This design comes from an exercise in tuning for small area, a short achievable clock period and few clock cycles per item on the open sky130 flow, not from production work.
Function was checked by simulation only, so behaviour that the tests miss may differ from the original.
No activity file was given, so power comes from the tool's default toggle rates.

## build 86
// sub_pipelined
module sub_pipelined #(
   parameter int unsigned w = sub_pipelined_pkg::SUB_W,
   parameter int unsigned s = sub_pipelined_pkg::SUB_S
) (
   input  logic         clk,
   input  logic         rstn,
   input  logic [w-1:0] op1,
   input  logic [w-1:0] op2,
   input  logic         valid_op1,
   input  logic         valid_op2,
   output logic         op_ready,
   output logic [w-1:0] res,
   output logic         valid,
   output logic         borrow,
   output logic         zero,
   input  logic         res_ready
);
For scale: about 160 flip-flops, roughly 390 I/O pins, ~12,000 µm² of cells after synthesis.
Settings: LEC_CHECK=0, CAP_MARGIN=20, CORE_MARGIN=2, CORE_UTILIZATION=50, PLACE_DENSITY=0.6, SLEW_MARGIN=20, SYNTH_HIERARCHICAL=1, SYNTH_MINIMUM_KEEP_SIZE=0; clock period 3.5 ns.
standard.sh (not shown) runs the stock make flow with config.mk's settings and CLKGATE_MAP_FILE= SYNTH_SCRIPT=/design/flow/synth_recipe.tcl, a recipe that flattens the netlist after the stock synthesis.
==> flow/flow/run.sh <==
#!/bin/bash
# Layout flow: the standard flow (standard.sh, synthesis unchanged) with
#  - each I/O port buffered by a plain sky130_fd_sc_hd__buf_1 instead of the
#    buffer cell buffer_ports would pick by itself;
#  - after floorplan, every combinational cell reset to its _1 size
#    (flow/downsize.tcl), so that timing repair sizes up only what it needs;
#  - timing repair asked for extra setup margin (SETUP_SLACK_MARGIN below);
#  - the clock tree built from clkbuf_8 cells instead of clkbuf_16.
# Each step's full output goes to its own log file in this folder.
set -eo pipefail
ARGS=("BUFFER_PORTS_ARGS=-buffer_cell sky130_fd_sc_hd__buf_1"
      "SETUP_SLACK_MARGIN=1.15"
      "CTS_BUF_LIST=sky130_fd_sc_hd__clkbuf_8")
bash standard.sh "${ARGS[@]}" floorplan > standard_floorplan.log 2>&1
F=$PWD/orfs/results/sky130hd/sub_pipelined/base/2_floorplan.odb
ODB_IN=$F ODB_OUT=$F openroad -no_init -exit flow/downsize.tcl > downsize.log 2>&1
bash standard.sh "${ARGS[@]}" finish > standard_finish.log 2>&1
==> flow/flow/downsize.tcl <==
# Reset every combinational cell that synthesis upsized to its _1 size, so
# that timing repair later sizes up only the gates that need it.
read_db $::env(ODB_IN)
set db [ord::get_db]
set n 0
foreach inst [[ord::get_db_block] getInsts] {
  set m [[$inst getMaster] getName]
  if {![regexp {^(sky130_fd_sc_hd__)([a-z0-9]+)_([0-9]+)$} $m -> pfx base sz]} { continue }
  if {[regexp {^(e?df|dl|sdf|tap|fill|decap|conb|clk)} $base]} { continue }
  if {$sz == 1} { continue }
  set new [$db findMaster ${pfx}${base}_1]
  if {$new == "NULL" || $new == ""} { continue }
  $inst swapMaster $new
  incr n
}
puts "downsized $n cells"
write_db $::env(ODB_OUT)
Testbench counts of build 86, summed over its fixed seeds: cycles 3,208, items 3,200.
The following lists how build 17 was set up differently from build 86:
==> flow/flow/run.sh <==
#!/bin/bash
# Layout flow: the standard flow (standard.sh, synthesis unchanged) with
#  - every combinational cell of the synthesized netlist reset to its _1 size
#    (flow/downsize.tcl), so that timing repair sizes up only what it needs;
#  - each I/O port buffered by a plain sky130_fd_sc_hd__buf_1 instead of the
#    buffer cell buffer_ports would pick by itself;
#  - timing repair asked for extra setup margin (SETUP_SLACK_MARGIN below);
#  - the clock tree built from clkbuf_8 cells instead of clkbuf_16, without
#    dummy load cells.
# Each step's full output goes to its own log file in this folder.
set -eo pipefail
ARGS=("BUFFER_PORTS_ARGS=-buffer_cell sky130_fd_sc_hd__buf_1"
      "SETUP_SLACK_MARGIN=1.22"
      "CTS_ARGS=-sink_clustering_enable -repair_clock_nets -buf_list sky130_fd_sc_hd__clkbuf_8 -dont_use_dummy_load")
bash standard.sh "${ARGS[@]}" synth > standard_synth.log 2>&1
F=$PWD/orfs/results/sky130hd/sub_pipelined/base/1_synth.odb
ODB_IN=$F ODB_OUT=$F openroad -no_init -exit flow/downsize.tcl > downsize.log 2>&1
bash standard.sh "${ARGS[@]}" finish > standard_finish.log 2>&1
[summary]
Against build 86 as the reference, build 17 delivers a higher power share of the combinational group.
Against build 86 as the reference, build 17 delivers a lower final design instance area without fill.
Total wire length after detailed routing shrinks slightly when moving from build 86 to build 17.
For build 38, these inputs were changed with respect to build 17:
==> flow/flow/run.sh <==
#!/bin/bash
# Layout flow: the standard flow (standard.sh, synthesis unchanged) with
#  - each I/O port buffered by a plain sky130_fd_sc_hd__buf_1 instead of the
#    buffer cell buffer_ports would pick by itself;
#  - after floorplan, every combinational cell reset to its _1 size
#    (flow/downsize.tcl), so that timing repair sizes up only what it needs;
#  - timing repair asked for extra setup margin (SETUP_SLACK_MARGIN below);
#  - the clock tree built from clkbuf_8 cells instead of clkbuf_16, without
#    dummy load cells.
# Each step's full output goes to its own log file in this folder.
set -eo pipefail
ARGS=("BUFFER_PORTS_ARGS=-buffer_cell sky130_fd_sc_hd__buf_1"
      "SETUP_SLACK_MARGIN=1.15"
      "CTS_ARGS=-sink_clustering_enable -repair_clock_nets -buf_list sky130_fd_sc_hd__clkbuf_8 -dont_use_dummy_load")
bash standard.sh "${ARGS[@]}" floorplan > standard_floorplan.log 2>&1
F=$PWD/orfs/results/sky130hd/sub_pipelined/base/2_floorplan.odb
ODB_IN=$F ODB_OUT=$F openroad -no_init -exit flow/downsize.tcl > downsize.log 2>&1
bash standard.sh "${ARGS[@]}" finish > standard_finish.log 2>&1
Notes after the runs:
- Compared with build 17, build 38 shows a placed cell area that is 0.82% lower.
- [build 38] wire length rose about 0.9% relative to build 17
- Diff build 17 -> build 38: combinational share of power level; utilization shows a reduction of 3.5 points.

[separate check: timing with driven ports]
No port has a modelled driver above. Below, the same layouts with a new extraction and two added sets of constraints. Step 1 assumes that a clkbuf_16 drives the clock port and a buf_2 every other input. Step 2, shift: input delay + t, output delay - t, t = (earliest + latest rising clock arrival at the registers) / 2. This alone moves slack from input paths to output paths. a / b / c = no drivers / after step 1 / after step 2; a / b = the first two.
run | t, ns | slack for setup (ns) | worst register clock-pin slew, ns
build 86 | 0.490 | 1.227 / 1.212 / 0.753 | 0.10 / 0.10
build 17 | 0.473 | 1.265 / 1.267 / 0.802 | 0.09 / 0.09
build 38 | 0.472 | 1.209 / 1.222 / 0.750 | 0.10 / 0.10
After both steps setup and hold are still met in every run listed. For build 86, which loses most, drivers alone change the setup slack by -0.015 ns; drivers and shift together by -0.474 ns.
